From an optimization exercise on the open Yosys and OpenROAD flow, aimed at small area, a short achievable clock period and few clock cycles per item; shortcuts taken in it are not production practice. Function was checked by simulation only, so behaviour that the tests miss may differ from the original. No activity file was given, so power comes from the tool's default toggle rates.

--- flow/config.mk ---
export PLATFORM = sky130hd
export DESIGN_NAME = mul_axil
export DESIGN_NICKNAME = mul_axil
export VERILOG_FILES = /design/flow/design.v
export SDC_FILE = /design/flow/constraint.sdc
export NUM_CORES = 4
export LEC_CHECK = 0
export CAP_MARGIN = 20
export CORE_MARGIN = 2
export CORE_UTILIZATION = 60
export SETUP_SLACK_MARGIN = 0.7
export SLEW_MARGIN = 20
--- flow/constraint.sdc ---
create_clock -name core_clock -period 3.2 [get_ports {Clk}]
set_input_delay 0.6400 -clock core_clock [delete_from_list [all_inputs] [get_ports {Clk}]]
set_output_delay 0.6400 -clock core_clock [all_outputs]
set_load 0.01 [all_outputs]
--- flow/design.v ---
module mul_axil (
  input  logic        Clk,
  input  logic        arst_n,
  input  logic        s_awvalid,
  output logic        s_awready,
  input  logic [7:0]  s_awaddr,
  input  logic        s_wvalid,
  output logic        s_wready,
  input  logic [31:0] s_wdata,
  input  logic [3:0]  s_wstrb,
  output logic        s_bvalid,
  input  logic        s_bready,
  output logic [1:0]  s_bresp,
  input  logic        s_arvalid,
  output logic        s_arready,
  input  logic [7:0]  s_araddr,
  output logic        s_rvalid,
  input  logic        s_rready,
  output logic [31:0] s_rdata,
  output logic [1:0]  s_rresp
);
  logic        bvalid, rvalid;
  logic        bresp_err;
  logic [31:0] rdata;
  logic [15:0] opa, opb;
  logic wr_fire, rd_fire, ctrl_go;
  logic aw_a, aw_b, aw_c;
  assign wr_fire = s_awvalid & s_wvalid & ~bvalid;
  assign rd_fire = s_arvalid & ~rvalid;
  assign aw_a = (s_awaddr == 8'h00);
  assign aw_b = (s_awaddr == 8'h04);
  assign aw_c = (s_awaddr == 8'h08);
  assign ctrl_go = wr_fire & aw_c & s_wstrb[0] & s_wdata[0];
  always_ff @(posedge Clk or negedge arst_n) begin
    if (!arst_n) begin
      opa <= '0;
      opb <= '0;
    end else begin
      if (wr_fire & aw_a & s_wstrb[0]) opa[7:0]  <= s_wdata[7:0];
      if (wr_fire & aw_a & s_wstrb[1]) opa[15:8] <= s_wdata[15:8];
      if (wr_fire & aw_b & s_wstrb[0]) opb[7:0]  <= s_wdata[7:0];
      if (wr_fire & aw_b & s_wstrb[1]) opb[15:8] <= s_wdata[15:8];
    end
  end
  logic        busy;           
  logic        fin;            
  logic [1:0]  cnt;            
  logic [3:0]  dig;            
  logic [15:0] hs, hc;
  logic [3:0]  ps, pc;
  logic [19:0] hi;
  logic [11:0] lo;
  logic        done;
  logic        has;            
  function automatic logic [39:0] csa(input logic [19:0] x, input logic [19:0] y,
                                      input logic [19:0] z);
    logic [19:0] s, c;
    s = x ^ y ^ z;
    c = ((x & y) | (x & z) | (y & z)) << 1;
    csa = {s, c};
  endfunction
  logic [4:0]  pr;
  logic [19:0] r0, r1, r2, r3, r4, r5;
  logic [19:0] s1, c1, s2, c2, s3, c3, sn, cn;
  assign pr = {1'b0, ps} + {1'b0, pc};
  assign r0 = {4'h0, hs & {16{busy}}};
  assign r1 = {4'h0, hc & {16{busy}}};
  assign r2 = {4'h0, opb & {16{dig[0]}}};
  assign r3 = {3'h0, opb & {16{dig[1]}}, pr[4] & busy};
  assign r4 = {2'h0, opb & {16{dig[2]}}, 2'h0};
  assign r5 = {1'h0, opb & {16{dig[3]}}, 3'h0};
  assign {s1, c1} = csa(r0, r1, r2);
  assign {s2, c2} = csa(r3, r4, r5);
  assign {s3, c3} = csa(s1, c1, s2);
  assign {sn, cn} = csa(s3, c3, c2);
  always_ff @(posedge Clk) begin
    hs <= sn[19:4];
    hc <= cn[19:4];
    ps <= sn[3:0];
    pc <= cn[3:0];
  end
  always_ff @(posedge Clk) begin
    if (busy) begin
      lo <= {pr[3:0], lo[11:4]};
    end
    if (fin) begin
      hi <= {hs, ps} + {hc, pc};
    end
  end
  always_ff @(posedge Clk or negedge arst_n) begin
    if (!arst_n) begin
      cnt  <= '0;
      busy <= 1'b0;
      fin  <= 1'b0;
      done <= 1'b0;
      has  <= 1'b0;
    end else begin
      if (ctrl_go | busy) begin
        cnt <= cnt + 2'd1;
      end
      if (ctrl_go) begin
        busy <= 1'b1;
        has  <= 1'b1;
      end else if (cnt == 2'd3) begin
        busy <= 1'b0;
      end
      fin <= busy & (cnt == 2'd3);
      if (ctrl_go) begin
        done <= 1'b0;
      end else if (busy & (cnt == 2'd1)) begin
        done <= 1'b1;
      end
    end
  end
  always_ff @(posedge Clk) begin
    if (busy) begin
      case (cnt)
        2'd1:    dig <= opa[11:8];
        2'd2:    dig <= opa[15:12];
        default: dig <= opa[3:0];
      endcase
    end else begin
      dig <= ctrl_go ? opa[7:4] : opa[3:0];
    end
  end
  logic sel_a, sel_b, sel_p, st_done, rd_err;
  logic [7:0] ra;
  assign ra = s_araddr;
  always_ff @(posedge Clk or negedge arst_n) begin
    if (!arst_n) begin
      bvalid <= 1'b0;
      rvalid <= 1'b0;
    end else begin
      if (wr_fire)       bvalid <= 1'b1;
      else if (s_bready) bvalid <= 1'b0;
      if (rd_fire)       rvalid <= 1'b1;
      else if (s_rready) rvalid <= 1'b0;
    end
  end
  always_ff @(posedge Clk) begin
    if (!bvalid) bresp_err <= ~(aw_a | aw_b | aw_c);
    if (!rvalid) begin
      sel_a   <= (ra == 8'h00);
      sel_b   <= (ra == 8'h04);
      sel_p   <= (ra == 8'h10) & ~busy & has;
      st_done <= (ra == 8'h0C) & done;
      rd_err  <= ~((ra == 8'h00) | (ra == 8'h04) | (ra == 8'h08) | (ra == 8'h0C)
                   | (ra == 8'h10));
    end
  end
  assign rdata = ({32{sel_p}} & {hi, lo})
               | {16'h0, {16{sel_a}} & opa}
               | {16'h0, {16{sel_b}} & opb}
               | {31'h0, st_done};
  assign s_awready = ~bvalid;
  assign s_wready  = ~bvalid;
  assign s_bvalid  = bvalid;
  assign s_bresp   = {bresp_err, 1'b0};
  assign s_arready = ~rvalid;
  assign s_rvalid  = rvalid;
  assign s_rdata   = rdata;
  assign s_rresp   = {rd_err, 1'b0};
endmodule
--- flow/flow/run.sh ---
#!/bin/bash
# Standard layout, with plain buffers on the ports and resizing not tied to
# cell footprints. Each step's own log is also kept under orfs/logs/.
set -euo pipefail
bash standard.sh \
  "BUFFER_PORTS_ARGS=-buffer_cell sky130_fd_sc_hd__buf_2" \
  MATCH_CELL_FOOTPRINT=0 \
  finish > standard.log 2>&1
--- flow/standard.sh ---
#!/bin/bash
# synth_recipe.tcl (not shown) runs the flow's synth.tcl, then flattens the netlist and writes it again
# the make line also repeats each setting of config.mk as NAME=value (left out here)
make -C /OpenROAD-flow-scripts/flow DESIGN_CONFIG=/design/flow/config.mk WORK_HOME=/design/flow/orfs CLKGATE_MAP_FILE= SYNTH_SCRIPT=/design/flow/synth_recipe.tcl "${@:-finish}"
==> impl_metrics.json, run 1 <==
{
  "combPwrFrac_pct": 6.0,
  "clk_pin_slew_ns": 0.06,
  "num_vias": 4983,
  "vias_per_cell": 5.721,
  "worstMarginPinSlew_ns": 1.090,
  "cts_buffer_depth": 2,
  "start_util_pct": 61.02,
  "gp_congestion": 0.8928,
  "dieArea_sq_um": 12440,
  "slew_headroom_pct": 27.37,
  "grt_max_degree": 41,
  "status": "no timing/DRC/antenna violations",
  "start_kind": "register",
  "synth_warnings": 1,
  "fp-row-count": 39,
  "grtUsageTotal_pct": 26.15,
  "area.growth.synth_to_final_pct": 17.64,
  "drv_cap": 0,
  "fillers": 813,
  "grt.overflow.total": 0,
  "power.internal_uw": 2940,
  "cts.sinks": 119,
  "fp.dieH_microns": 111.5,
  "ys_async_sr_fraction_pct": 33.61,
  "p_total_uw": 3750,
  "worst_path_most_repeated_cell": "fa_1",
  "synth-edff-count": 38,
  "post_drt_wl_per_cell_microns": 17.74,
  "ir_drop_mv": 0.5736,
  "cpMaxStageDelayCell": "fa_1",
  "nets": 862,
  "cp_slowest_stage_delay_ns": 0.54,
  "fin_worst_skew_ns": 0.007595,
  "setup_viol": 0,
  "die_w_microns": 111.5,
  "drt-total-wl_microns": 15450,
  "clk_latency_ns": 0.42,
  "p_switching_uw": 809.4,
  "io_buffers": 79,
  "cp.required_ns": 3.50,
  "hold_viol_final": 0,
  "hold_class": "primary input to async pin",
  "avgSynthCellArea_sq_um": 11.01,
  "crit_fanout": 16,
  "cp.arrival_ns": 2.69,
  "path_class": "register to register",
  "synth-seq-cells": 119,
  "antenna_found_initial": 1,
  "cts_hold_buffers": 0,
  "core_area_sq_um": 11370,
  "syn_area_sq_um": 6938,
  "grt_first_pass_wirelength_microns": 24670,
  "switching_share_pct": 21.59,
  "power_frac_seq_pct": 42.8,
  "drive_above_1_share_pct": 22.39,
  "finalSetupTns_ns": 0,
  "clkPwrFrac_pct": 51.1,
  "htreeDepth": 4,
  "drtIter0Drc": 422,
  "power.density_nw_per_um2": 459.4,
  "fmax_mhz": 417.6,
  "cts_tree": "yes",
  "yosysUniqueCellTypes": 54,
  "ys_seq_area_share_pct": 42.71,
  "critical_path.endpoint_type": "register",
  "ant_nets": 0,
  "finalMaxSlewViolations": 0,
  "syn-instance-count": 630,
  "ys.flop_type": "dfxtp_1",
  "drt_first_pass_iters": 5,
  "period_share_pct": 74.84,
  "reg2reg_depth": 6,
  "grt_pass1_vias": 5001,
  "path_cells": "and2_1 -> fa_1 -> inv_1 -> fa_1 -> inv_1 -> fa_1",
  "clk_root_buffer_cell": "clkbuf_16",
  "fin_crit_ns": 2.395,
  "drc": 0,
  "io_pins": 100,
  "cts_made_buffers": 17,
  "p_leak_uw": 0.003770,
  "dp.final_hpwl_microns": 11050,
  "antenna_cells": 0,
  "rsz0062_at_grt": "false"
}
-- per-stage QoR --
| stage | instance area (sq um) | utilization [%] | instances | hold WS [ns] | setup slack [ns] |
|---|---|---|---|---|---|
| 2_1_floorplan | 6954 | - | 631 | 0.3444 | 0.7008 |
| 3_3_place_gp | 7422 | 65.28 | 832 | 0.4190 | 0.5436 |
| 3_5_place_dp | 7422 | 65.28 | 832 | 0.4153 | 0.4953 |
| 4_1_cts | 8066 | 70.95 | 866 | 0.3709 | 0.7022 |
| 5_1_grt | 8162 | 71.78 | 871 | 0.3943 | 0.7164 |
| 6_report | 8162 | 71.78 | 871 | 0.3478 | 0.8052 |
-- layout make-up --
type / instances / area [sq um] / share of cell area, %
clock buffer: 23 / 467.9 / 5.734
clock inverter: 9 / 125.1 / 1.533
sequential: 119 / 2972 / 36.41
timing repair buffer: 87 / 523.0 / 6.408
tap: 143 / 178.9 / 2.192
inverter: 72 / 270.3 / 3.311
multi-input combinational: 418 / 3625 / 44.41
-- routing by layer --
layer | vias up | global-route usage, % | wire [microns]
li1 | 2302 | - | -
met1 | 2461 | 33.44 | 6307
met2 | 181 | 42.80 | 7636
met3 | 37 | 7.240 | 1082
met4 | 2 | 10.29 | 408
met5 | - | 0 | 13
-- sequential cells by signal, summed over array words and instances (netlist names), 2 cells and up --
signal,count
pc,2
hi,20
hc,16
ps,4
opa,16
dig,4
opb,16
hs,15
lo,12
cnt,2
-- cells in the mapped netlist (all sizes together), types with 3 or more instances --
master | count | area, sq um
nor3 | 5 | 25.02
a222oi | 15 | 150.1
a21o | 7 | 52.55
xnor2 | 9 | 78.83
edfxtp | 38 | 1141
buf | 6 | 42.54
nand3 | 12 | 60.06
o21a | 4 | 30.03
o21ai | 13 | 65.06
dfxtp | 41 | 820.8
and2 | 36 | 227.7
mux2 | 32 | 360.4
o221a | 3 | 33.78
and3 | 6 | 37.54
clkbuf | 16 | 60.06
fa | 60 | 1201
nor2 | 24 | 90.09
a211oi | 5 | 37.54
dfrtp | 40 | 1001
a21oi | 10 | 61.31
inv | 72 | 270.3
nand2 | 104 | 390.4
ha | 28 | 350.3
xor2 | 4 | 35.03
a31oi | 4 | 25.02
nand3b | 4 | 30.03
-- power by group through the flow --
stage	clock [uW]	combinational (uW)	sequential, uW
global route	2020	248	1610
CTS	1930	192	1620
global placement	0	178	1660
floorplan	0	112	1630
finish	1920	227	1610
detailed placement	0	182	1660
-- path summary, 6_finish.rpt --
| path | from | to | slack, ns |
|---|---|---|---|
| hold reg to reg | ps[1] | hi[1] | 0.45 |
| max in group asynchronous | arst_n | busy | 2.20 |
| setup / recovery | dig[3] | ps[3] | 0.81 |
| min in group core_clock | s_bready | bvalid | 0.40 |
| setup reg to reg | dig[3] | ps[3] | 0.81 |
| hold / removal | arst_n | bvalid | 0.35 |
-- kinds of logic after synthesis --
family / share of synthesized area (%)
AO/OA/AOI/OAI: 8.620
buffers and inverters: 5.374
AND/OR/NAND/NOR: 13.90
multiplexers: 5.338
XOR/XNOR: 1.641
other: 0.05405
adder cells (fa/ha/maj): 22.36
flip-flops: 42.71
-- timing repair --
item | CTS | global route
buffers inserted | 2 | 5
setup endpoints to repair | 59 | 55
resized for setup | 5 | 4
pin swaps | 0 | 1
-- worst max-delay path: cells and delay by family (launching register included) --
kind / cells / cell delay [ns]
buffers and inverters: 2 / 0.12
DFF: 1 / 0.41
and+or+nand+nor: 1 / 0.21
adders and majority gates: 3 / 1.54
-- layout by cell type (no fill, tap or decap), types with 3 or more instances in the layout --
cell type	Yosys	layout
nor3_1	5	5
fa_1	60	59
nand2_1	104	104
xnor2_1	9	9
inv_1	72	72
buf_2	1	79
o21a_1	4	4
nand3b_1	4	4
ha_1	28	28
a31oi_1	4	4
xor2_1	4	4
and2_1	35	34
a21o_1	7	7
buf_4	5	3
nand3_1	12	12
and3_1	6	6
clkbuf_16	0	18
mux2_2	32	32
edfxtp_1	38	38
o221a_2	3	3
o21ai_0	13	13
bufinv_16	0	3
dfxtp_2	0	4
a211oi_1	5	5
a21oi_1	9	9
dfxtp_1	41	37
dfrtp_1	40	39
buf_12	0	4
a222oi_1	15	15
nor2_1	24	24
clkbuf_1	16	4
Testbench counts, summed over its fixed seeds: cycles 5,120, items 512.
==> run 2, diff against run 1 <==
--- a/flow/config.mk
+++ b/flow/config.mk
@@ -10,2 +10,4 @@
 export CORE_UTILIZATION = 60
+export CTS_BUF_LIST = sky130_fd_sc_hd__clkbuf_4 sky130_fd_sc_hd__clkbuf_8
+export CTS_CLUSTER_SIZE = 30
 export SETUP_SLACK_MARGIN = 0.7
==> impl_metrics.json, run 2 <==
{
  "clk_root_buffer_cell": "clkbuf_8",
  "core_area_sq_um": 11370,
  "fmax_mhz": 416.5,
  "clk_latency_ns": 0.45,
  "cts_tree": "yes",
  "drc": 0,
  "synthMostInstantiatedCell": "nand2_1",
  "power_frac_seq_pct": 49.2,
  "drtIter0Drc": 443,
  "cts_made_buffers": 17,
  "gp_congestion": 0.8928,
  "fp.dieH_microns": 111.5,
  "vias_per_cell": 5.681,
  "synth-seq-cells": 119,
  "drive_above_1_share_pct": 22.94,
  "status": "no timing/DRC/antenna violations",
  "synth_common_cells": "nand2_1, inv_1, fa_1",
  "yosysUniqueCellTypes": 54,
  "io_buffers": 79,
  "synth_warnings": 1,
  "p_leak_uw": 0.003696,
  "crit_fanout": 16,
  "yosysTopAreaCell": "fa_1",
  "htreeDepth": 4,
  "drv_cap": 0,
  "drt_first_pass_iters": 5,
  "ant_nets": 0,
  "ir_drop_mv": 0.4895,
  "start_util_pct": 61.02,
  "regMostFlops": "hi",
  "final_cell_mix": "nand2_1, buf_2, inv_1, fa_1, dfrtp_1",
  "p_switching_uw": 740.9,
  "fin_worst_skew_ns": 0.01060,
  "p_total_uw": 3261,
  "dieArea_sq_um": 12440,
  "power.internal_uw": 2520,
  "post_drt_wl_per_cell_microns": 17.26,
  "ys.flop_type": "dfxtp_1",
  "grt_first_pass_wirelength_microns": 24350,
  "slew_headroom_pct": 26.26,
  "post-place-ws_ns": 0.4953,
  "ff2ff_setup_slack_ns": 0.80,
  "finalSetupTns_ns": 0,
  "fin_crit_ns": 2.401,
  "worstMarginPinSlew_ns": 1.106,
  "setup_viol": 0,
  "synth-edff-count": 38,
  "avgSynthCellArea_sq_um": 11.01,
  "drt-total-wl_microns": 15030,
  "rsz0062_at_grt": "false",
  "antenna_found_initial": 0,
  "num_vias": 4948,
  "area.growth.synth_to_final_pct": 15.09,
  "syn_area_sq_um": 6938,
  "io_pins": 100,
  "dp.final_hpwl_microns": 11050,
  "synth_top_cell_area_share_pct": 17.31,
  "largest_reg_flops": 20,
  "cp.required_ns": 3.52,
  "grt_pass1_vias": 4966,
  "switching_share_pct": 22.72,
  "setup_ws_ns": 0.7991,
  "grt_max_degree": 41,
  "path_class": "register to register",
  "clk_pin_slew_ns": 0.07,
  "synthTopCellsByArea": "fa_1, edfxtp_1, dfrtp_1, dfxtp_1, nand2_1",
  "power.density_nw_per_um2": 408.4,
  "clkPwrFrac_pct": 43.9,
  "critical_path.endpoint_type": "register",
  "hold_viol_final": 0,
  "antenna_cells": 0,
  "hold_class": "primary input to async pin",
  "period_share_pct": 75.03,
  "finalMaxSlewViolations": 0,
  "final_common_cell": "nand2_1",
  "cts_buffer_depth": 2,
  "cts_hold_buffers": 0,
  "grtUsageTotal_pct": 25.71,
  "fp-row-count": 39,
  "ys_seq_area_share_pct": 42.71,
  "die_w_microns": 111.5,
  "start_kind": "register",
  "cts.sinks": 119,
  "combPwrFrac_pct": 6.9,
  "cp.arrival_ns": 2.72,
  "syn-instance-count": 630,
  "ys_async_sr_fraction_pct": 33.61,
  "nets": 862,
  "grt.overflow.total": 0
}
[run 2: cell counts after synthesis]
No cell type changed its count.
[run 2: layer usage]
metal  global-route usage, %  up-vias  wire, microns
li1                        -     2299              -
met1                   33.93     2465           6425
met2                   41.71      156           7395
met3                   6.859       28            876
met4                   8.971        0            335
met5                       0        -              0
[run 2: final timing paths]
kind	from	to	depth (start not counted)
min	arst_n	opa[7]	1
max	dig[3]	ps[3]	6
min in group core_clock	s_rready	rvalid	2
max reg2reg	dig[3]	ps[3]	6
min reg2reg	lo[4]	lo[0]	0
max in group asynchronous	arst_n	busy	1
[run 2: what timing repair did]
item                       in CTS  in global routing
setup buffers                   4                  3
resized for setup               5                  4
pin swaps                       0                  1
setup endpoints to repair      64                 33
[run 2: cell type report]
cell class,instances,area (sq um)
Multi-Input combinational cell,418,3625
Timing Repair Buffer,87,523.0
Clock inverter,9,125.1
Clock buffer,23,291.5
Inverter,72,270.3
Tap cell,143,178.9
Sequential cell,119,2972
Fill cell,847,3385
[run 2: cell families after synthesis]
| group | count (synthesis) | synth area share, % |
|---|---|---|
| simple gates | 204 | 13.90 |
| flops | 119 | 42.71 |
| mux | 33 | 5.338 |
| buf+inv | 94 | 5.374 |
| other cells | 1 | 0.05405 |
| compound gates | 78 | 8.620 |
| fa+ha+maj | 88 | 22.36 |
| xor+xnor | 13 | 1.641 |
[run 2: stage by stage]
| step | utilization, % | instances | area, sq um | hold WS (ns) |
|---|---|---|---|---|
| after global placement | 65.28 | 832 | 7422 | 0.4190 |
| after CTS | 69.75 | 868 | 7930 | 0.3252 |
| after floorplan | - | 631 | 6954 | 0.3444 |
| after global routing | 70.23 | 871 | 7985 | 0.3453 |
| after detailed placement | 65.28 | 832 | 7422 | 0.4153 |
| final | 70.23 | 871 | 7985 | 0.3220 |
[run 2: power groups by stage]
stage | combinational [uW] | clock, uW | sequential [uW]
after floorplan | 112 | 0 | 1630
after global routing | 248 | 1530 | 1610
after detailed placement | 182 | 0 | 1660
after CTS | 214 | 1460 | 1610
final | 225 | 1430 | 1600
after global placement | 178 | 0 | 1660
[run 2: worst max-delay path, stage by stage, from the launching register on]
cell     delay [ns]
dfxtp_2        0.41
and2_1         0.21
fa_1           0.53
inv_1          0.06
fa_1           0.54
inv_1          0.06
fa_1           0.47
==> run 3, diff against run 2 <==
--- a/flow/flow/run.sh
+++ b/flow/flow/run.sh
@@ -5,3 +5,3 @@
 bash standard.sh \
-  "BUFFER_PORTS_ARGS=-buffer_cell sky130_fd_sc_hd__buf_2" \
+  "BUFFER_PORTS_ARGS=-buffer_cell sky130_fd_sc_hd__buf_1" \
   MATCH_CELL_FOOTPRINT=0 \
--- a/flow/config.mk
+++ b/flow/config.mk
@@ -7,2 +7,3 @@
 export LEC_CHECK = 0
+export ABC_AREA = 1
 export CAP_MARGIN = 20
==> impl_metrics.json, run 3 <==
{
  "status": "no timing/DRC/antenna violations",
  "post_drt_wl_per_cell_microns": 14.64,
  "drc": 0,
  "fp-row-count": 40,
  "finalMaxSlewViolations": 0,
  "clk_pin_slew_ns": 0.07,
  "worstMarginPinSlew_ns": 0.9378,
  "grtUsageTotal_pct": 26.47,
  "synth-seq-cells": 119,
  "cp.required_ns": 3.52,
  "synth_warnings": 1,
  "largest_reg_flops": 20,
  "vias_per_cell": 5.181,
  "power.density_nw_per_um2": 403.0,
  "ff2ff_setup_slack_ns": 0.85,
  "path_class": "register to register",
  "r2r_start": "dig[0]",
  "synth_common_cells": "nand2_1, inv_1, fa_1",
  "ir_drop_mv": 0.2374,
  "fmax_mhz": 425.2,
  "ys.flop_type": "dfxtp_1",
  "fin_crit_ns": 2.352,
  "yosysUniqueCellTypes": 38,
  "crit_fanout": 16,
  "cts_buffer_depth": 2,
  "fillers": 1005,
  "hold_class": "primary input to async pin",
  "r2r-end": "hs[10]",
  "core_area_sq_um": 11960,
  "ant_nets": 0,
  "drive_above_1_share_pct": 7.600,
  "cp_slowest_stage_delay_ns": 0.54,
  "yosysTopAreaCell": "fa_1",
  "io_pins": 100,
  "die_w_microns": 114.3,
  "antenna_cells": 0,
  "slew_headroom_pct": 37.48,
  "syn_area_sq_um": 7298,
  "hold_viol_final": 0,
  "final_cell_count_no_fill": 1068,
  "drtIter0Drc": 435,
  "cts_tree": "yes",
  "cts_hold_buffers": 0,
  "cp.arrival_ns": 2.67,
  "cts.sinks": 119,
  "start_kind": "register",
  "drv_cap": 0,
  "cts_made_buffers": 17,
  "avgSynthCellArea_sq_um": 8.772,
  "synth-edff-count": 38,
  "fin_worst_skew_ns": 0.01013,
  "grt_first_pass_wirelength_microns": 26480,
  "num_vias": 5533,
  "ys_seq_area_share_pct": 40.60,
  "critical_path.endpoint_type": "register",
  "dp.final_hpwl_microns": 12050,
  "synthTopCellsByArea": "fa_1, edfxtp_1, nand2_1, dfrtp_1, dfxtp_1",
  "drt_first_pass_iters": 5,
  "final_cell_area_sq_um": 8135,
  "clk_latency_ns": 0.45,
  "p_leak_uw": 0.004038,
  "dp.cells": 1031,
  "regMostFlops": "hi",
  "grt.overflow.total": 0,
  "finalSetupTns_ns": 0,
  "antenna_found_initial": 0,
  "nets": 1055,
  "area.growth.synth_to_final_pct": 11.47,
  "synth_top_cell_area_share_pct": 16.46,
  "path_cells": "nand2_1 -> fa_1 -> fa_1 -> inv_1 -> fa_1",
  "cpMaxStageDelayCell": "fa_1",
  "io_buffers": 79,
  "dieArea_sq_um": 13060,
  "fp.dieH_microns": 114.3,
  "grt_max_degree": 41,
  "clk_root_buffer_cell": "clkbuf_8",
  "reg2reg_depth": 5,
  "final_common_cell": "nand2_1",
  "grt_pass1_vias": 5604,
  "setup_viol": 0,
  "drt-total-wl_microns": 15640,
  "syn-instance-count": 832,
  "place_area_sq_um": 7642,
  "synthMostInstantiatedCell": "nand2_1",
  "gp_congestion": 0.9052,
  "start_util_pct": 61.01,
  "htreeDepth": 4,
  "ys_async_sr_fraction_pct": 33.61,
  "final_cell_mix": "nand2_1, inv_1, buf_1, fa_1, nand3_1",
  "rsz0062_at_grt": "false",
  "period_share_pct": 73.50,
  "worst_path_most_repeated_cell": "fa_1"
}
[run 3: cell count changes in the layout (fill, tap and decap cells not counted), sizes merged, moves of 15 or more]
cell	change
o21ai	+16
a222oi	-15
mux2	-32
nand3	+33
inv	+65
and2	-34
nand2	+186
[run 3: area by class of cell]
type | instances | area (sq um) | share of cell area, %
Inverter | 141 | 529.3 | 6.506
Multi-Input combinational cell | 543 | 3652 | 44.89
Sequential cell | 119 | 2974 | 36.56
Clock inverter | 13 | 180.2 | 2.215
Tap cell | 147 | 183.9 | 2.261
Clock buffer | 19 | 249.0 | 3.061
Timing Repair Buffer | 86 | 366.6 | 4.506
[run 3: how the worst max path moves through the flow]
stage / slack [ns] / endpoint / from
after floorplan: 0.71 / ps[3] / busy
after global placement: 0.64 / hs[11] / dig[3]
after detailed placement: 0.60 / hs[9] / dig[3]
after CTS: 0.71 / s_rdata[29] / sel_p
after global routing: 0.73 / hs[10] / dig[0]
final: 0.85 / hs[10] / dig[0]
[run 3: logic make-up after synthesis]
group                    Yosys count  synth area share, %
AO/OA/AOI/OAI                     73                6.446
adder cells (fa/ha/maj)           88                21.26
AND/OR/NAND/NOR                  372                21.28
buffers and inverters            171                9.412
flip-flops                       119                40.60
other                              1              0.05138
XOR/XNOR                           8               0.9601
[run 3: critical path, delay by kind of cell, from the launching register on]
family                   cells  cell delay [ns]
flip-flops                   1             0.53
adder cells (fa/ha/maj)      3             1.49
AND/OR/NAND/NOR              1             0.15
buffers and inverters        1             0.05
[run 3: per-stage QoR]
stage,util [%],hold slack (ns),setup WS [ns],power (uW)
after floorplan,-,0.3444,0.7094,1746
after global placement,63.89,0.4333,0.6383,1821
after detailed placement,63.89,0.4321,0.5972,1827
after CTS,67.54,0.3221,0.7083,3299
after global routing,68.01,0.3484,0.7299,3391
final,68.01,0.3314,0.8481,3279
[run 3: per-layer routing]
| layer | part of all wire (%) | track usage (%) | vias up |
|---|---|---|---|
| met2 | 49 | 43.93 | 155 |
| met1 | 44 | 35.83 | 2638 |
| li1 | - | - | 2720 |
| met5 | 0 | 0 | - |
| met4 | 1.3 | 7.967 | 0 |
| met3 | 5.6 | 4.870 | 20 |
[run 3: power breakdown]
group / switching (uW) / internal (uW) / leakage, uW / total (uW)
sequential: 36.8 / 1580 / 0.00125 / 1610
clock: 617 / 860 / 0.000214 / 1480
combinational: 126 / 60.5 / 0.00258 / 187
[run 3: what timing repair did]
item / CTS / global route
pin swaps: 0 / 0
buffers inserted: 0 / 5
resized for setup: 5 / 1
endpoints found under the setup margin: 17 / 22
==> run 4, diff against run 3 <==
--- a/flow/config.mk
+++ b/flow/config.mk
@@ -7,6 +7,5 @@
 export LEC_CHECK = 0
-export ABC_AREA = 1
 export CAP_MARGIN = 20
 export CORE_MARGIN = 2
-export CORE_UTILIZATION = 60
+export CORE_UTILIZATION = 75
 export CTS_BUF_LIST = sky130_fd_sc_hd__clkbuf_4 sky130_fd_sc_hd__clkbuf_8
==> impl_metrics.json, run 4 <==
{
  "dp.cells": 800,
  "power.internal_uw": 2287,
  "fmax_mhz": 412.4,
  "cp_top_family": "compound AO/OA/AOI/OAI gates",
  "hold_viol_final": 0,
  "fp.dieH_microns": 100.2,
  "io_buffers": 79,
  "core_area_sq_um": 9109,
  "cts_buffer_depth": 2,
  "fin_crit_ns": 2.425,
  "htreeDepth": 4,
  "worstMarginPinSlew_ns": 0.9576,
  "path_class": "register to register",
  "synth_common_cells": "nand2_1, inv_1, fa_1",
  "start_kind": "register",
  "synth_warnings": 1,
  "combPwrFrac_pct": 6.9,
  "ys.flop_type": "dfxtp_1",
  "grtUsageTotal_pct": 32.50,
  "hold_class": "primary input to async pin",
  "ys_seq_area_share_pct": 42.71,
  "critPathBufInv": 0,
  "ir_drop_mv": 0.2739,
  "avgSynthCellArea_sq_um": 11.01,
  "drtIter0Drc": 456,
  "drt-total-wl_microns": 15450,
  "power.density_nw_per_um2": 399.1,
  "regMostFlops": "hi",
  "post-place-ws_ns": 0.5143,
  "finalMaxSlewViolations": 0,
  "nets": 861,
  "vias_per_cell": 6.030,
  "critical_path.endpoint_type": "register",
  "yosysUniqueCellTypes": 54,
  "grt.overflow.total": 0,
  "fp-row-count": 35,
  "hold_ws_ns": 0.3400,
  "p_leak_uw": 0.003419,
  "switching_share_pct": 26.34,
  "cts.sinks": 119,
  "clk_pin_slew_ns": 0.08,
  "rsz0062_at_grt": "true",
  "period_share_pct": 75.77,
  "grt_first_pass_wirelength_microns": 24530,
  "path_cells": "ha_1 -> fa_1 -> a21o_1 -> a22o_1 -> o31ai_4 -> and2_1 -> o311ai_0",
  "clk_root_buffer_cell": "clkbuf_8",
  "area.growth.synth_to_final_pct": 12.10,
  "drv_cap": 0,
  "synthMostInstantiatedCell": "nand2_1",
  "synthTopCellsByArea": "fa_1, edfxtp_1, dfrtp_1, dfxtp_1, nand2_1",
  "antenna_cells": 0,
  "dieArea_sq_um": 10040,
  "cp_slowest_stage_delay_ns": 0.47,
  "cp.arrival_ns": 2.59,
  "final_common_cell": "nand2_1",
  "gp_congestion": 0.8752,
  "status": "no timing/DRC/antenna violations",
  "start_util_pct": 76.17,
  "grt_max_degree": 41,
  "num_vias": 5053,
  "die_w_microns": 100.2,
  "cp.required_ns": 3.37,
  "dp.final_hpwl_microns": 11110,
  "antenna_found_initial": 0,
  "final_cell_count_no_fill": 838,
  "setup_viol": 0,
  "setup_ws_ns": 0.7754,
  "finalSetupTns_ns": 0,
  "power_frac_seq_pct": 51.7,
  "drive_above_1_share_pct": 11.97,
  "cts_made_buffers": 17,
  "yosysTopAreaCell": "fa_1",
  "p_switching_uw": 817.6,
  "clk_latency_ns": 0.44,
  "fin_worst_skew_ns": 0.01322,
  "cts_tree": "yes",
  "synth-seq-cells": 119,
  "post_drt_wl_per_cell_microns": 18.43,
  "cpMaxStageDelayCell": "fa_1",
  "grt_pass1_vias": 5175,
  "syn-instance-count": 630,
  "io_pins": 100,
  "cts_hold_buffers": 0,
  "syn_area_sq_um": 6938,
  "drc": 0,
  "clkPwrFrac_pct": 41.5,
  "slew_headroom_pct": 36.16,
  "ant_nets": 0,
  "largest_reg_flops": 20,
  "final_cell_mix": "nand2_1, buf_1, inv_1, fa_1, dfrtp_1",
  "ys_async_sr_fraction_pct": 33.61,
  "drt_first_pass_iters": 6,
  "crit_fanout": 4,
  "synth-edff-count": 38,
  "synth_top_cell_area_share_pct": 17.31
}
run 4: metrics by stage:
step / instance area, sq um / util [%] / power, uW
after floorplan: 6954 / - / 1740
after global placement: 7284 / 79.97 / 1817
after detailed placement: 7284 / 79.97 / 1825
after CTS: 7672 / 84.23 / 3088
after global routing: 7777 / 85.38 / 3198
final: 7777 / 85.38 / 3104
run 4: per-layer routing:
layer  up-vias  global-route usage, %  wire length, microns
met5         -                      0                     0
met4         0                  9.905                   408
met3        42                  7.730                  1082
met2       227                  55.55                  8006
met1      2495                  41.65                  5948
li1       2289                      -                     -
run 4: worst paths after layout:
check                          from     end  slack (ns)  cells after the start
setup / recovery              ps[2]  hi[16]        0.78                      7
hold / removal               arst_n  cnt[1]        0.34                      1
setup reg to reg              ps[2]  hi[16]        0.78                      7
hold reg to reg              lo[11]   lo[7]        0.45                      0
max in group asynchronous    arst_n    busy        2.19                      1
min in group core_clock    s_rready  rvalid        0.36                      2
run 4: timing repair:
| item | 4_1_cts | 5_1_grt |
|---|---|---|
| gates resized for setup | 5 | 2 |
| setup buffers | 1 | 5 |
| pin swaps | 0 | 1 |
| setup endpoints to repair | 36 | 56 |
run 4: final cells by class:
cell class,count,area (sq um)
inverter,72,270.3
sequential,119,2972
timing repair buffer,86,407.9
clock buffer,18,241.5
fill,496,1331
multi-input combinational,418,3620
tap,111,138.9
clock inverter,14,127.6
run 4: cells by family (layout without fill, tap and decap cells):
family	Yosys count	count (layout)	share of synthesized area, %
AND/OR/NAND/NOR	204	204	13.90
buffers and inverters	94	190	5.374
multiplexers	33	33	5.338
XOR/XNOR	13	13	1.641
flip-flops	119	119	42.71
AO/OA/AOI/OAI	78	78	8.620
other	1	2	0.05405
adder cells (fa/ha/maj)	88	88	22.36
run 4: worst reg2reg max path, cell delays in order (launching register included):
cell      delay (ns)
dfxtp_1         0.32
ha_1            0.24
fa_1            0.47
a21o_1          0.23
a22o_1          0.27
o31ai_4         0.30
and2_1          0.21
o311ai_0        0.13
run 4: power groups by stage:
stage / Clock (uW) / Combinational, uW / Sequential, uW
6_report: 1290 / 213 / 1600
5_1_grt: 1360 / 233 / 1610
4_1_cts: 1290 / 175 / 1620
3_5_place_dp: 0 / 168 / 1660
3_3_place_gp: 0 / 162 / 1650
2_1_floorplan: 0 / 112 / 1630
==> run 5, diff against run 4 <==
--- a/flow/config.mk
+++ b/flow/config.mk
@@ -12,3 +12,3 @@
 export CTS_CLUSTER_SIZE = 30
-export SETUP_SLACK_MARGIN = 0.7
+export SETUP_SLACK_MARGIN = 0.5
 export SLEW_MARGIN = 20
==> impl_metrics.json, run 5 <==
{
  "post-place-ws_ns": 0.5186,
  "synth-seq-cells": 119,
  "synth-edff-count": 38,
  "fp.dieH_microns": 100.2,
  "antenna_cells": 0,
  "rsz0062_at_grt": "true",
  "regMostFlops": "hi",
  "path_class": "register to primary output",
  "fin_worst_skew_ns": 0.02151,
  "core_area_sq_um": 9109,
  "finalSetupTns_ns": 0,
  "cp.required_ns": 2.56,
  "critPathBufInv": 2,
  "antenna_found_initial": 0,
  "final_common_cell": "nand2_1",
  "dieArea_sq_um": 10040,
  "drv_cap": 0,
  "critical_path.endpoint_type": "primary output",
  "cts.sinks": 119,
  "cpMaxStageDelayCell": "edfxtp_1",
  "cts_made_buffers": 17,
  "hold_ws_ns": 0.3255,
  "synthTopCellsByArea": "fa_1, edfxtp_1, dfrtp_1, dfxtp_1, nand2_1",
  "finalMaxSlewViolations": 0,
  "syn-instance-count": 630,
  "start_kind": "register",
  "yosysUniqueCellTypes": 54,
  "cp.arrival_ns": 1.96,
  "synth_warnings": 1,
  "period_share_pct": 81.12,
  "crit_fanout": 17,
  "multi_input_area_sq_um": 3611,
  "htreeDepth": 4,
  "clk_latency_ns": 0.44,
  "avgSynthCellArea_sq_um": 11.01,
  "nets": 856,
  "synth_top_cell_area_share_pct": 17.31,
  "syn_area_sq_um": 6938,
  "status": "no timing/DRC/antenna violations",
  "yosysTopAreaCell": "fa_1",
  "gp_congestion": 0.8422,
  "drtIter0Drc": 516,
  "largest_reg_flops": 20,
  "path_cells": "a222oi_1 -> inv_1 -> buf_1",
  "worstMarginPinSlew_ns": 0.9617,
  "dp.final_hpwl_microns": 11050,
  "synth_common_cells": "nand2_1, inv_1, fa_1",
  "p_leak_uw": 0.003414,
  "drive_above_1_share_pct": 10.80,
  "io_pins": 100,
  "drc": 0,
  "grt.overflow.total": 0,
  "cp_top_family": "flip-flops",
  "slew_headroom_pct": 35.88,
  "ys_seq_area_share_pct": 42.71,
  "io_buffers": 79,
  "area.growth.synth_to_final_pct": 11.90,
  "fmax_mhz": 385.3,
  "ir_drop_mv": 0.3578,
  "fin_crit_ns": 2.596,
  "regArea_sq_um": 2967,
  "grt_max_degree": 41,
  "num_vias": 5119,
  "synthMostInstantiatedCell": "nand2_1",
  "ys.flop_type": "dfxtp_1",
  "hold_viol_final": 0,
  "post_drt_wl_per_cell_microns": 18.83,
  "start_util_pct": 76.17,
  "grt_first_pass_wirelength_microns": 26030,
  "cts_hold_buffers": 0,
  "power.density_nw_per_um2": 436.8,
  "cts_buffer_depth": 2,
  "cts_tree": "yes",
  "ant_nets": 0,
  "setup_ws_ns": 0.6043,
  "ys_async_sr_fraction_pct": 33.61,
  "setup_viol": 0,
  "final_cell_mix": "nand2_1, buf_1, inv_1, fa_1, dfxtp_1",
  "die_w_microns": 100.2,
  "hold_class": "primary input to async pin",
  "grtUsageTotal_pct": 34.58,
  "fillers": 525,
  "drt_first_pass_iters": 7,
  "vias_per_cell": 6.145,
  "clk_pin_slew_ns": 0.08,
  "cp_slowest_stage_delay_ns": 0.68,
  "drt-total-wl_microns": 15690,
  "fp-row-count": 35,
  "clk_root_buffer_cell": "clkbuf_8",
  "grt_pass1_vias": 5402
}
## run 5: worst paths after layout
kind / start / to / slack (ns) / cells after the start
setup / recovery: sel_p / s_rdata[7] / 0.60 / 3
hold / removal: arst_n / opa[2] / 0.33 / 1
setup reg to reg: dig[2] / hs[4] / 0.63 / 5
hold reg to reg: ps[1] / lo[9] / 0.45 / 0
max in group asynchronous: arst_n / busy / 2.22 / 1
min in group core_clock: s_bready / bvalid / 0.37 / 2
## run 5: routing by layer
metal  global-route usage [%]  routed length [microns]  vias to the layer above
li1                         -                        -                     2286
met1                    42.41                     5734                     2523
met2                    59.16                     8186                      262
met3                    7.591                     1279                       48
met4                    15.38                      486                        0
met5                        0                        0                        -
## run 5: layout make-up
cell class / instances / share of cell area (%)
Clock inverter: 14 / 2.869
Inverter: 72 / 3.481
Timing Repair Buffer: 81 / 4.029
Multi-Input combinational cell: 418 / 46.51
Clock buffer: 18 / 3.110
Tap cell: 111 / 1.789
Sequential cell: 119 / 38.21
## run 5: logic make-up after synthesis
kind of cell,after synthesis,synth area share (%)
other cells,1,0.05405
buf+inv,94,5.374
xor+xnor,13,1.641
flops,119,42.71
mux,33,5.338
compound gates,78,8.620
simple gates,204,13.90
fa+ha+maj,88,22.36
## run 5: where the power goes
part           total (uW)  internal (uW)  switching, uW
Clock                1590            944            648
Sequential           1620           1580           46.6
Combinational         175           67.1            108
Total                3390           2590            803
## run 5: metrics by stage
step                      total power, uW  utilization, %  instance area, sq um  cells
final                                3392           85.23                  7764    833
after detailed placement             1823           79.97                  7284    800
after global placement               1817           79.97                  7284    800
after floorplan                      1740               -                  6945    631
after global routing                 3487           85.23                  7764    833
after CTS                            3399           85.15                  7756    833
## run 5: repair_timing
action / 4_1_cts / 5_1_grt
buffers inserted: 1 / 0
endpoints found under the setup margin: 3 / 19
resized for setup: 0 / 2
==> run 6, diff against run 5 <==
--- a/flow/config.mk
+++ b/flow/config.mk
@@ -12,3 +12,3 @@
 export CTS_CLUSTER_SIZE = 30
-export SETUP_SLACK_MARGIN = 0.5
+export SETUP_SLACK_MARGIN = 0.9
 export SLEW_MARGIN = 20
==> impl_metrics.json, run 6 <==
{
  "start_util_pct": 76.17,
  "worstMarginPinSlew_ns": 0.9343,
  "path_class": "register to register",
  "nets": 872,
  "final_common_cell": "nand2_1",
  "synthAdderAreaFrac_pct": 22.36,
  "dp.final_hpwl_microns": 10900,
  "cts_buffer_depth": 2,
  "grt_first_pass_wirelength_microns": 27110,
  "io_pins": 100,
  "synth-seq-cells": 119,
  "regMostFlops": "hi",
  "finalSetupTns_ns": 0,
  "cpMaxStageDelayCell": "dfrtp_4",
  "ys_seq_area_share_pct": 42.71,
  "synthTopCellsByArea": "fa_1, edfxtp_1, dfrtp_1, dfxtp_1, nand2_1",
  "ff2ff_setup_slack_ns": 0.78,
  "yosys.area_share.simple_pct": 13.90,
  "clk_root_buffer_cell": "clkbuf_8",
  "cp.required_ns": 3.51,
  "combPwrFrac_pct": 7.0,
  "htreeDepth": 4,
  "ir_drop_mv": 0.3161,
  "crit_path_start": "busy",
  "grt.overflow.total": 0,
  "critical_path.endpoint_type": "register",
  "r2r_start": "busy",
  "synth_xor_area_share_pct": 1.641,
  "syn_area_sq_um": 6938,
  "ant_nets": 0,
  "gp_congestion": 0.8606,
  "cts_made_buffers": 17,
  "final_cell_area_sq_um": 8050,
  "drtIter0Drc": 537,
  "drt-total-wl_microns": 17230,
  "synth_top_family_by_area": "adder cells",
  "cp_top_family": "adder cells",
  "fin_worst_skew_ns": 0.01450,
  "syn-instance-count": 630,
  "grtUsageTotal_pct": 36.41,
  "period_share_pct": 75.54,
  "vias_per_cell": 6.249,
  "path_cells": "buf_12 -> nand2_1 -> fa_1 -> fa_1 -> inv_1 -> fa_1",
  "hold_class": "primary input to async pin",
  "worstSetupPathDepth": 6,
  "slew_headroom_pct": 37.71,
  "grt_pass1_vias": 5456,
  "reg2reg_depth": 6,
  "switching_share_pct": 26.36,
  "power_frac_seq_pct": 49.8,
  "ys_async_sr_fraction_pct": 33.61,
  "die_w_microns": 100.2,
  "fp-row-count": 35,
  "clkPwrFrac_pct": 43.2,
  "final_cell_mix": "nand2_1, buf_1, inv_1, fa_1, edfxtp_1",
  "yosysUniqueCellTypes": 54,
  "setup_viol": 0,
  "io_buffers": 79,
  "post_drt_wl_per_cell_microns": 20.29,
  "core_area_sq_um": 9109,
  "drc": 0,
  "area.growth.synth_to_final_pct": 16.03,
  "antenna_found_initial": 0,
  "start_kind": "register",
  "synth_compound_area_share_pct": 8.620,
  "p_leak_uw": 0.003504,
  "drt_first_pass_iters": 10,
  "dieArea_sq_um": 10040,
  "crit_fanout": 10,
  "rsz0062_at_grt": "true",
  "fp.dieH_microns": 100.2,
  "avgSynthCellArea_sq_um": 11.01,
  "cts.sinks": 119,
  "grt_max_degree": 41,
  "antenna_cells": 0,
  "largest_reg_flops": 20,
  "synth-edff-count": 38,
  "power.internal_uw": 2367,
  "place_area_sq_um": 7306,
  "synthMostInstantiatedCell": "nand2_1",
  "r2r-end": "hs[3]",
  "p_switching_uw": 847.4,
  "clk_latency_ns": 0.45,
  "cts_tree": "yes",
  "drive_above_1_share_pct": 18.43,
  "hold_viol_final": 0,
  "ys.flop_type": "dfxtp_1",
  "fillers": 421,
  "clk_pin_slew_ns": 0.08,
  "synthMuxAreaShare_pct": 5.338,
  "synth_warnings": 1,
  "fmax_mhz": 413.7,
  "critPathCapture": "hs[3]",
  "synth_top_cell_area_share_pct": 17.31,
  "yosysTopAreaCell": "fa_1",
  "power.density_nw_per_um2": 399.3,
  "status": "no timing/DRC/antenna violations",
  "synth_common_cells": "nand2_1, inv_1, fa_1",
  "finalMaxSlewViolations": 0,
  "cp.arrival_ns": 2.73,
  "fin_crit_ns": 2.417,
  "worst_path_most_repeated_cell": "fa_1",
  "drv_cap": 0,
  "critPathBufInv": 2,
  "num_vias": 5305,
  "cp_slowest_stage_delay_ns": 0.56
}
-- run 6: cell count changes in the layout (fill, tap and decap cells not counted), moves of 5 or more --
cell,previous run,this run
dfrtp_1,39,32
dfrtp_2,0,7
dfxtp_1,41,36
buf_4,2,9
buf_12,0,6
fa_2,0,7
nand2_1,104,92
fa_1,60,53
nand2_2,0,12
-- run 6: routing by layer --
metal  wire, microns  track usage, %  vias to the layer above
li1                -               -                     2318
met5               0               0                        -
met1            6291           44.23                     2658
met4             536           16.33                        0
met2            9126           63.24                      273
met3            1276           7.242                       56
-- run 6: cell families after synthesis --
family          count (synthesis)
simple gates                  204
fa+ha+maj                      88
compound gates                 78
mux                            33
other cells                     1
flops                         119
xor+xnor                       13
buf+inv                        94
-- run 6: what timing repair did --
action                                  in CTS  in global routing
buffers inserted                            11                  5
gates cloned                                 1                  0
pin swaps                                    5                 20
endpoints found under the setup margin      65                 43
hold buffers                                 0                  0
resized for setup                           19                 31
-- run 6: stage by stage --
step | total power [uW] | hold slack (ns) | util [%] | cells | worst slack [ns]
detailed placement | 1826 | 0.4149 | 80.21 | 800 | 0.4718
CTS | 3194 | 0.3449 | 87.01 | 844 | 0.8527
global placement | 1818 | 0.4191 | 80.21 | 800 | 0.5641
global route | 3295 | 0.3490 | 88.38 | 849 | 0.7537
finish | 3214 | 0.3145 | 88.38 | 849 | 0.7828
floorplan | 1742 | 0.3444 | - | 631 | 0.7895
-- run 6: how the worst min path moves through the flow --
| stage | from | to | cells after the start |
|---|---|---|---|
| detailed placement | ps[1] | lo[9] | 0 |
| global route | s_bready | bvalid | 2 |
| global placement | ps[1] | lo[9] | 0 |
| CTS | s_bready | bvalid | 2 |
| finish | arst_n | opa[8] | 1 |
| floorplan | arst_n | busy | 0 |
-- run 6: worst register-to-register path, stage by stage (launching register included) --
cell	delay, ns
dfrtp_4	0.56
buf_12	0.18
nand2_1	0.08
fa_1	0.43
fa_1	0.52
inv_1	0.06
fa_1	0.47
-- run 6: layout make-up --
type / instances / area [sq um] / area share [%]
Clock buffer: 18 / 241.5 / 3.000
Clock inverter: 14 / 150.1 / 1.865
Timing Repair Buffer: 97 / 530.5 / 6.590
Inverter: 72 / 270.3 / 3.357
Multi-Input combinational cell: 418 / 3727 / 46.30
Sequential cell: 119 / 2992 / 37.16
Tap cell: 111 / 138.9 / 1.725
-- run 6: power groups by stage --
stage                     Sequential [uW]  Combinational (uW)  Clock (uW)
after floorplan                      1630                 114           0
after global placement               1650                 163           0
after detailed placement             1660                 170           0
after CTS                            1600                 217        1380
after global routing                 1600                 244        1450
final                                1600                 226        1390
==> run 7, diff against run 6 <==
--- a/flow/config.mk
+++ b/flow/config.mk
@@ -9,6 +9,6 @@
 export CORE_MARGIN = 2
-export CORE_UTILIZATION = 75
+export CORE_UTILIZATION = 70
 export CTS_BUF_LIST = sky130_fd_sc_hd__clkbuf_4 sky130_fd_sc_hd__clkbuf_8
 export CTS_CLUSTER_SIZE = 30
-export SETUP_SLACK_MARGIN = 0.9
+export SETUP_SLACK_MARGIN = 0.7
 export SLEW_MARGIN = 20
==> impl_metrics.json, run 7 <==
{
  "hold_class": "primary input to async pin",
  "drt-total-wl_microns": 15280,
  "ys.flop_type": "dfxtp_1",
  "cts_hold_buffers": 0,
  "synthMuxAreaShare_pct": 5.338,
  "period_share_pct": 76.35,
  "worstMarginPinSlew_ns": 0.9722,
  "hold_viol_final": 0,
  "area.growth.synth_to_final_pct": 12.86,
  "fillers": 598,
  "setup_viol": 0,
  "power.density_nw_per_um2": 397.9,
  "io_pins": 100,
  "synth_xor_area_share_pct": 1.641,
  "power_frac_seq_pct": 51.5,
  "r2r_start": "ps[2]",
  "largest_reg_flops": 20,
  "slew_headroom_pct": 35.19,
  "grt.overflow.total": 0,
  "ir_drop_mv": 0.4412,
  "switching_share_pct": 24.59,
  "final_common_cell": "nand2_1",
  "ff2ff_setup_slack_ns": 0.76,
  "grt_first_pass_wirelength_microns": 25010,
  "clk_latency_ns": 0.45,
  "finalMaxSlewViolations": 0,
  "core_area_sq_um": 9684,
  "dieArea_sq_um": 10720,
  "drt_first_pass_iters": 7,
  "grtUsageTotal_pct": 30.69,
  "yosysUniqueCellTypes": 54,
  "io_buffers": 79,
  "grt_pass1_vias": 5175,
  "fin_worst_skew_ns": 0.009098,
  "ant_nets": 0,
  "reg2reg_depth": 7,
  "dp.final_hpwl_microns": 10890,
  "drive_above_1_share_pct": 11.93,
  "fmax_mhz": 409.3,
  "cts_tree": "yes",
  "clkPwrFrac_pct": 41.6,
  "p_leak_uw": 0.003422,
  "cp.arrival_ns": 2.62,
  "fin_crit_ns": 2.443,
  "syn-instance-count": 630,
  "crit_fanout": 4,
  "ys_async_sr_fraction_pct": 33.61,
  "regMostFlops": "hi",
  "die_w_microns": 103.6,
  "fp-row-count": 36,
  "drv_cap": 0,
  "syn_area_sq_um": 6938,
  "final_cell_mix": "nand2_1, buf_1, inv_1, fa_1, dfrtp_1",
  "cts.sinks": 119,
  "num_vias": 5029,
  "synth_top_family_by_area": "adder cells",
  "drc": 0,
  "synth-edff-count": 38,
  "finalSetupTns_ns": 0,
  "vias_per_cell": 5.834,
  "cts_buffer_depth": 2,
  "gp_congestion": 0.8252,
  "cts_made_buffers": 17,
  "fp.dieH_microns": 103.6,
  "path_class": "register to register",
  "power.internal_uw": 2350,
  "synth_top_cell_area_share_pct": 17.31,
  "p_switching_uw": 766.3,
  "synth_warnings": 1,
  "cp.required_ns": 3.38,
  "clk_pin_slew_ns": 0.07,
  "drtIter0Drc": 377,
  "ys_seq_area_share_pct": 42.71,
  "yosysTopAreaCell": "fa_1",
  "place_area_sq_um": 7312,
  "synth_common_cells": "nand2_1, inv_1, fa_1",
  "synth-seq-cells": 119,
  "yosys.area_share.simple_pct": 13.90,
  "synth_compound_area_share_pct": 8.620,
  "antenna_found_initial": 0,
  "synthTopCellsByArea": "fa_1, edfxtp_1, dfrtp_1, dfxtp_1, nand2_1",
  "synthMostInstantiatedCell": "nand2_1",
  "rsz0062_at_grt": "false",
  "synthAdderAreaFrac_pct": 22.36,
  "critical_path.endpoint_type": "register",
  "combPwrFrac_pct": 6.9,
  "start_util_pct": 71.64,
  "avgSynthCellArea_sq_um": 11.01,
  "clk_root_buffer_cell": "clkbuf_8",
  "status": "no timing/DRC/antenna violations",
  "final_cell_area_sq_um": 7830,
  "nets": 863,
  "htreeDepth": 4,
  "grt_max_degree": 41,
  "r2r-end": "hi[16]",
  "post_drt_wl_per_cell_microns": 17.73,
  "antenna_cells": 0,
  "start_kind": "register"
}
==> run 7: cell types whose count changed in the layout (fill, tap and decap cells not counted), moves of 3 or more <==
cell and change:
and2_1 +4, clkinv_4 -4, and2_4 -4, dfxtp_2 +3
fa_1 +7, nand2_1 +12, dfrtp_2 -7, buf_4 -6
dfrtp_1 +7, nand2_2 -12, dfxtp_4 -4, clkinvlp_4 +3
fa_2 -7
==> run 7: repair_timing <==
action                                 in CTS  in global routing
gates resized for setup                     5                  2
endpoints found under the hold margin       0                  0
buffers inserted                            3                  5
setup endpoints to repair                  64                 31
pin swaps                                   0                  1
==> run 7: cell type report <==
class | count | area, sq um | share of cell area (%)
clock buffer | 18 | 241.5 | 3.084
tap | 133 | 166.4 | 2.125
timing repair buffer | 88 | 426.7 | 5.449
inverter | 72 | 270.3 | 3.452
sequential | 119 | 2972 | 37.95
clock inverter | 14 | 133.9 | 1.710
multi-input combinational | 418 | 3620 | 46.23
==> run 7: per-stage QoR <==
stage	total power [uW]	hold WS (ns)	cells	setup slack [ns]	util, %
2_1_floorplan	1740	0.3444	631	0.7008	-
3_3_place_gp	1818	0.4167	822	0.5426	75.50
3_5_place_dp	1825	0.4349	822	0.5116	75.50
4_1_cts	3119	0.3431	857	0.7166	80.05
5_1_grt	3223	0.3542	862	0.6826	80.85
6_report	3116	0.3095	862	0.7568	80.85
==> run 7: kinds of logic after synthesis <==
group           Yosys count
mux                      33
flops                   119
xor+xnor                 13
simple gates            204
other cells               1
fa+ha+maj                88
compound gates           78
buf+inv                  94
==> run 7: how the worst max path moves through the flow <==
stage / to / from / slack, ns
after detailed placement: hs[4] / busy / 0.51
after global placement: hi[16] / ps[2] / 0.54
final: hi[16] / ps[2] / 0.76
after CTS: hs[6] / busy / 0.72
after global routing: hi[16] / ps[2] / 0.68
after floorplan: ps[3] / busy / 0.70
==> run 7: power groups by stage <==
stage               registers [uW]  clock network (uW)  logic, uW
finish                        1600                1300        215
global route                  1610                1380        234
CTS                           1610                1310        191
detailed placement            1660                   0        167
global placement              1660                   0        163
floorplan                     1630                   0        112
==> run 7: layer usage <==
metal / vias up / routed length [microns] / GRT usage, %
met5: - / 0 / 0
met4: 0 / 295 / 10.42
met3: 29 / 1167 / 7.363
met2: 195 / 7787 / 51.80
met1: 2501 / 6033 / 39.42
li1: 2304 / - / -
==> run 7: critical path, cell delays in order, from the launching register on <==
cell,delay [ns]
dfxtp_1,0.30
ha_1,0.25
fa_1,0.48
a21o_1,0.24
a22o_1,0.28
o31ai_4,0.29
and2_1,0.21
o311ai_0,0.13
==> run 8, diff against run 7 <==
--- a/flow/config.mk
+++ b/flow/config.mk
@@ -9,3 +9,3 @@
 export CORE_MARGIN = 2
-export CORE_UTILIZATION = 70
+export CORE_UTILIZATION = 60
 export CTS_BUF_LIST = sky130_fd_sc_hd__clkbuf_4 sky130_fd_sc_hd__clkbuf_8
==> impl_metrics.json, run 8 <==
{
  "core_area_sq_um": 11370,
  "path_class": "register to register",
  "io_buffers": 79,
  "clk_latency_ns": 0.45,
  "cts_buffer_depth": 2,
  "fin_worst_skew_ns": 0.01501,
  "final_cell_mix": "nand2_1, buf_1, inv_1, fa_1, dfrtp_1",
  "post-place-ws_ns": 0.4963,
  "synthTopCellsByArea": "fa_1, edfxtp_1, dfrtp_1, dfxtp_1, nand2_1",
  "syn_area_sq_um": 6938,
  "cp.arrival_ns": 2.74,
  "slew_headroom_pct": 30.05,
  "cts_tree": "yes",
  "synthMostInstantiatedCell": "nand2_1",
  "final_cell_area_sq_um": 7885,
  "grt_pass1_vias": 5039,
  "cpMaxStageDelayCell": "fa_1",
  "finalMaxSlewViolations": 0,
  "critPathBufInv": 2,
  "nets": 864,
  "clk_root_buffer_cell": "clkbuf_8",
  "worst_path_most_repeated_cell": "fa_1",
  "avgSynthCellArea_sq_um": 11.01,
  "grt_max_degree": 41,
  "synth_common_cells": "nand2_1, inv_1, fa_1",
  "cts.sinks": 119,
  "worstMarginPinSlew_ns": 1.049,
  "fp.dieH_microns": 111.5,
  "ys.flop_type": "dfxtp_1",
  "gp_congestion": 0.8890,
  "rsz0062_at_grt": "false",
  "power.density_nw_per_um2": 410.5,
  "area.growth.synth_to_final_pct": 13.65,
  "fillers": 868,
  "place_area_sq_um": 7325,
  "ff2ff_setup_slack_ns": 0.78,
  "start_util_pct": 61.02,
  "cts_made_buffers": 17,
  "num_vias": 4912,
  "ys_seq_area_share_pct": 42.71,
  "ys_async_sr_fraction_pct": 33.61,
  "grtUsageTotal_pct": 25.81,
  "final_cell_count_no_fill": 873,
  "fin_crit_ns": 2.415,
  "antenna_found_initial": 0,
  "synth_top_cell_area_share_pct": 17.31,
  "yosysTopAreaCell": "fa_1",
  "setup_viol": 0,
  "drv_cap": 0,
  "hold_class": "primary input to async pin",
  "hold_viol_final": 0,
  "ir_drop_mv": 0.3397,
  "yosysUniqueCellTypes": 54,
  "status": "no timing/DRC/antenna violations",
  "drc": 0,
  "htreeDepth": 4,
  "grt.overflow.total": 0,
  "regMostFlops": "hi",
  "p_leak_uw": 0.003453,
  "post_drt_wl_per_cell_microns": 17.14,
  "dp.cells": 832,
  "crit_fanout": 6,
  "drt-total-wl_microns": 14960,
  "path_cells": "and2_1 -> fa_1 -> inv_1 -> fa_1 -> inv_1 -> fa_1",
  "clk_pin_slew_ns": 0.08,
  "fp-row-count": 39,
  "io_pins": 100,
  "synth-edff-count": 38,
  "vias_per_cell": 5.627,
  "finalSetupTns_ns": 0,
  "cp_top_family": "adder cells",
  "final_common_cell": "nand2_1",
  "setup_ws_ns": 0.7846,
  "syn-instance-count": 630,
  "period_share_pct": 75.48,
  "dieArea_sq_um": 12440,
  "dp.final_hpwl_microns": 11100,
  "drt_first_pass_iters": 5,
  "synth_warnings": 1,
  "cp.required_ns": 3.52,
  "start_kind": "register",
  "antenna_cells": 0,
  "grt_first_pass_wirelength_microns": 24610,
  "cp_slowest_stage_delay_ns": 0.54,
  "die_w_microns": 111.5,
  "cts_hold_buffers": 0,
  "largest_reg_flops": 20,
  "drtIter0Drc": 321,
  "critical_path.endpoint_type": "register",
  "synth-seq-cells": 119,
  "ant_nets": 0,
  "fmax_mhz": 414.0,
  "drive_above_1_share_pct": 12.47
}
==> run 8: metrics by stage <==
stage,hold WS (ns),power [uW],util (%)
global route,0.3343,3351,69.35
global placement,0.4333,1818,64.42
finish,0.3068,3237,69.35
CTS,0.3272,3254,68.66
floorplan,0.3444,1740,-
detailed placement,0.4364,1824,64.42
==> run 8: power breakdown <==
group	internal (uW)	total, uW	leakage, uW	switching, uW
combinational	81.7	207	0.00204	126
clock	807	1430	0.000210	618
sequential	1580	1600	0.00120	25.0
==> run 8: cell type report <==
| type | count | area, sq um | share of cell area [%] |
|---|---|---|---|
| Inverter | 72 | 270.3 | 3.427 |
| Sequential cell | 119 | 2972 | 37.69 |
| Multi-Input combinational cell | 418 | 3622 | 45.94 |
| Tap cell | 143 | 178.9 | 2.269 |
| Clock inverter | 12 | 152.6 | 1.936 |
| Timing Repair Buffer | 89 | 426.7 | 5.411 |
| Clock buffer | 20 | 262.8 | 3.332 |
==> run 8: kinds of logic after synthesis <==
group	share of synthesized area, %
XOR/XNOR	1.641
flip-flops	42.71
adder cells (fa/ha/maj)	22.36
AND/OR/NAND/NOR	13.90
AO/OA/AOI/OAI	8.620
buffers and inverters	5.374
other	0.05405
multiplexers	5.338
==> run 8: worst paths after layout <==
check	from	cells after the start	end
min in group core_clock	s_rready	2	rvalid
min	arst_n	1	rvalid
max	opb[0]	6	ps[3]
max in group asynchronous	arst_n	1	busy
min reg2reg	lo[6]	0	lo[2]
max reg2reg	opb[0]	6	ps[3]
==> run 8: what timing repair did <==
| item | CTS | global route |
|---|---|---|
| cloned | 0 | 0 |
| pin swaps | 0 | 1 |
| gates resized for setup | 5 | 3 |
| buffers inserted | 3 | 6 |
| setup endpoints to repair | 50 | 34 |
==> run 8: per-layer routing <==
metal,part of all wire [%],vias up,global-route usage [%]
met2,50,151,42.48
li1,-,2298,-
met4,2.2,0,9.218
met1,43,2437,34.30
met5,0,-,0
met3,4.8,26,5.553
==> run 9, diff against run 8 <==
--- a/flow/config.mk
+++ b/flow/config.mk
@@ -12,3 +12,3 @@
 export CTS_CLUSTER_SIZE = 30
-export SETUP_SLACK_MARGIN = 0.7
+export SETUP_SLACK_MARGIN = 0.6
 export SLEW_MARGIN = 20
==> impl_metrics.json, run 9 <==
{
  "wl_met3_microns": 958,
  "cp_slowest_stage_delay_ns": 0.68,
  "ys_seq_area_share_pct": 42.71,
  "status": "no timing/DRC/antenna violations",
  "fp-row-count": 39,
  "start_kind": "register",
  "grt_max_degree": 41,
  "num_vias": 4926,
  "cts.sinks": 119,
  "path_cells": "a222oi_1 -> inv_1 -> buf_1",
  "crit_fanout": 16,
  "period_share_pct": 78.43,
  "worstSetupPathDepth": 3,
  "cts_buffer_depth": 2,
  "final_cell_area_sq_um": 7826,
  "p_leak_uw": 0.003417,
  "drive_above_1_share_pct": 11.46,
  "clk_pin_slew_ns": 0.09,
  "reg2reg_depth": 5,
  "drt-total-wl_microns": 15550,
  "cts_made_buffers": 17,
  "hold_viol_final": 0,
  "critPathBufInv": 2,
  "hold_class": "primary input to async pin",
  "syn_area_sq_um": 6938,
  "synth_warnings": 1,
  "final_common_cell": "nand2_1",
  "critical_path.endpoint_type": "primary output",
  "drc": 0,
  "synthMostInstantiatedCell": "nand2_1",
  "final_cell_mix": "nand2_1, buf_1, inv_1, fa_1, dfrtp_1",
  "synth_common_cells": "nand2_1, inv_1, fa_1",
  "cp.arrival_ns": 1.87,
  "finalSetupTns_ns": 0,
  "synthTopCellsByArea": "fa_1, edfxtp_1, dfrtp_1, dfxtp_1, nand2_1",
  "post_drt_wl_per_cell_microns": 17.94,
  "yosysTopAreaCell": "fa_1",
  "cts_tree": "yes",
  "drtIter0Drc": 356,
  "start_util_pct": 61.02,
  "io_buffers": 79,
  "grt_first_pass_wirelength_microns": 25280,
  "power.density_nw_per_um2": 417.8,
  "rsz0062_at_grt": "true",
  "avgSynthCellArea_sq_um": 11.01,
  "synth-seq-cells": 119,
  "largest_reg_flops": 20,
  "cp_top_family": "flip-flops",
  "cts_hold_buffers": 0,
  "dp.final_hpwl_microns": 11490,
  "yosysUniqueCellTypes": 54,
  "nets": 858,
  "grtUsageTotal_pct": 26.50,
  "clk_latency_ns": 0.45,
  "grt.overflow.total": 0,
  "setup_viol": 0,
  "wl_met1_microns": 6436,
  "antenna_found_initial": 0,
  "place_area_sq_um": 7332,
  "io_pins": 100,
  "drt_first_pass_iters": 5,
  "gp_congestion": 0.8878,
  "htreeDepth": 4,
  "cpMaxStageDelayCell": "edfxtp_1",
  "fin_crit_ns": 2.510,
  "synth_top_cell_area_share_pct": 17.31,
  "drv_cap": 0,
  "post-place-ws_ns": 0.4849,
  "path_class": "register to primary output",
  "fp.dieH_microns": 111.5,
  "fmax_mhz": 398.5,
  "syn-instance-count": 630,
  "finalMaxSlewViolations": 0,
  "dieArea_sq_um": 12440,
  "area.growth.synth_to_final_pct": 12.80,
  "die_w_microns": 111.5,
  "slew_headroom_pct": 25.05,
  "clk_root_buffer_cell": "clkbuf_8",
  "ant_nets": 0,
  "cp.required_ns": 2.56,
  "grt_pass1_vias": 5205,
  "highest_layer": "met4",
  "synth-edff-count": 38,
  "ys.flop_type": "dfxtp_1",
  "p_total_uw": 3270,
  "setup_ws_ns": 0.6903,
  "ys_async_sr_fraction_pct": 33.61,
  "wl_met2_microns": 7945,
  "regMostFlops": "hi",
  "antenna_cells": 0,
  "worstMarginPinSlew_ns": 1.124,
  "fin_worst_skew_ns": 0.01494,
  "vias_per_cell": 5.682,
  "ir_drop_mv": 0.5799,
  "core_area_sq_um": 11370
}
## run 9: cell types whose count changed in the layout (fill, tap and decap cells not counted), sizes merged
cell	delta
buf	-6
clkbuf	-3
clkinv	+1
inv	+2
## run 9: final timing paths
kind,slack [ns],endpoint,startpoint
max,0.69,s_rdata[9],sel_a
min,0.32,opa[9],arst_n
max reg2reg,0.72,hs[0],dig[1]
min reg2reg,0.46,lo[4],lo[8]
max in group asynchronous,2.21,busy,arst_n
min in group core_clock,0.35,rvalid,s_rready
## run 9: layer usage
metal	GRT usage, %	vias to the layer above
li1	-	2289
met4	8.889	0
met2	45.04	150
met5	0	-
met1	33.30	2468
met3	6.968	19
## run 9: power breakdown
group | internal (uW) | switching (uW)
logic | 72.3 | 114
clock network | 785 | 681
registers | 1580 | 38.8
total | 2440 | 834
## run 9: kinds of logic after synthesis
group	after synthesis	share of synthesized area, %
and+or+nand+nor	204	13.90
DFF	119	42.71
buffers and inverters	94	5.374
adders and majority gates	88	22.36
AOI/OAI and AO/OA	78	8.620
muxes	33	5.338
xor gates and xnor gates	13	1.641
other	1	0.05405
## run 9: cell type report
class,count,area (sq um)
fill,912,3543
inverter,72,270.3
sequential,119,2970
tap,143,178.9
clock inverter,15,192.7
multi-input combinational,418,3620
clock buffer,17,234.0
timing repair buffer,83,360.3
## run 9: through the flow
step           std cells  hold WS (ns)  utilization [%]
5_1_grt              867        0.3557            68.83
2_1_floorplan        631        0.3444                -
4_1_cts              865        0.3356            68.31
3_3_place_gp         833        0.4330            64.49
6_report             867        0.3212            68.83
3_5_place_dp         833        0.4378            64.49
## run 9: repair_timing
item,4_1_cts,5_1_grt
gates resized for setup,2,4
setup buffers,0,2
endpoints found under the setup margin,23,28

what the ideal ports hide:
No port has a modelled driver above. Below, the same layouts with a new extraction and two added sets of constraints.
Step 1, drivers: a clkbuf_16 drives Clk and a buf_2 each remaining input, both assumed.
Step 2 also shifts input and output timing later by t, the mid clock arrival at the registers, as if the neighbouring blocks saw the same clock.
Slacks: ideal ports / drivers / drivers and shift; pairs: ideal ports / drivers.
| run | t (ns) | setup slack, ns | latest minus earliest clock arrival (ns) | slew at the worst register clock pin (ns) | worst data-port slew with drivers (ns) |
|---|---|---|---|---|---|
| run 1 | 0.459 | 0.805 / 0.805 / 0.472 | 0.007 / 0.007 | 0.06 / 0.06 | 0.04 |
| run 2 | 0.473 | 0.799 / 0.771 / 0.501 | 0.013 / 0.013 | 0.07 / 0.07 | 0.04 |
| run 3 | 0.483 | 0.848 / 0.848 / 0.848 | 0.011 / 0.011 | 0.08 / 0.08 | 0.04 |
| run 4 | 0.463 | 0.775 / 0.775 / 0.511 | 0.016 / 0.016 | 0.08 / 0.08 | 0.05 |
| run 5 | 0.460 | 0.604 / 0.570 / 0.475 | 0.022 / 0.022 | 0.08 / 0.08 | 0.04 |
| run 6 | 0.481 | 0.783 / 0.783 / 0.604 | 0.015 / 0.015 | 0.09 / 0.09 | 0.05 |
| run 7 | 0.478 | 0.757 / 0.757 / 0.513 | 0.009 / 0.009 | 0.07 / 0.07 | 0.04 |
| run 8 | 0.483 | 0.785 / 0.785 / 0.564 | 0.015 / 0.016 | 0.08 / 0.08 | 0.04 |
| run 9 | 0.480 | 0.690 / 0.653 / 0.528 | 0.015 / 0.015 | 0.09 / 0.09 | 0.04 |
After both steps every run listed still meets setup and hold. For run 1, which loses most, drivers alone change the setup slack by 0.000 ns; drivers and shift together by -0.333 ns.
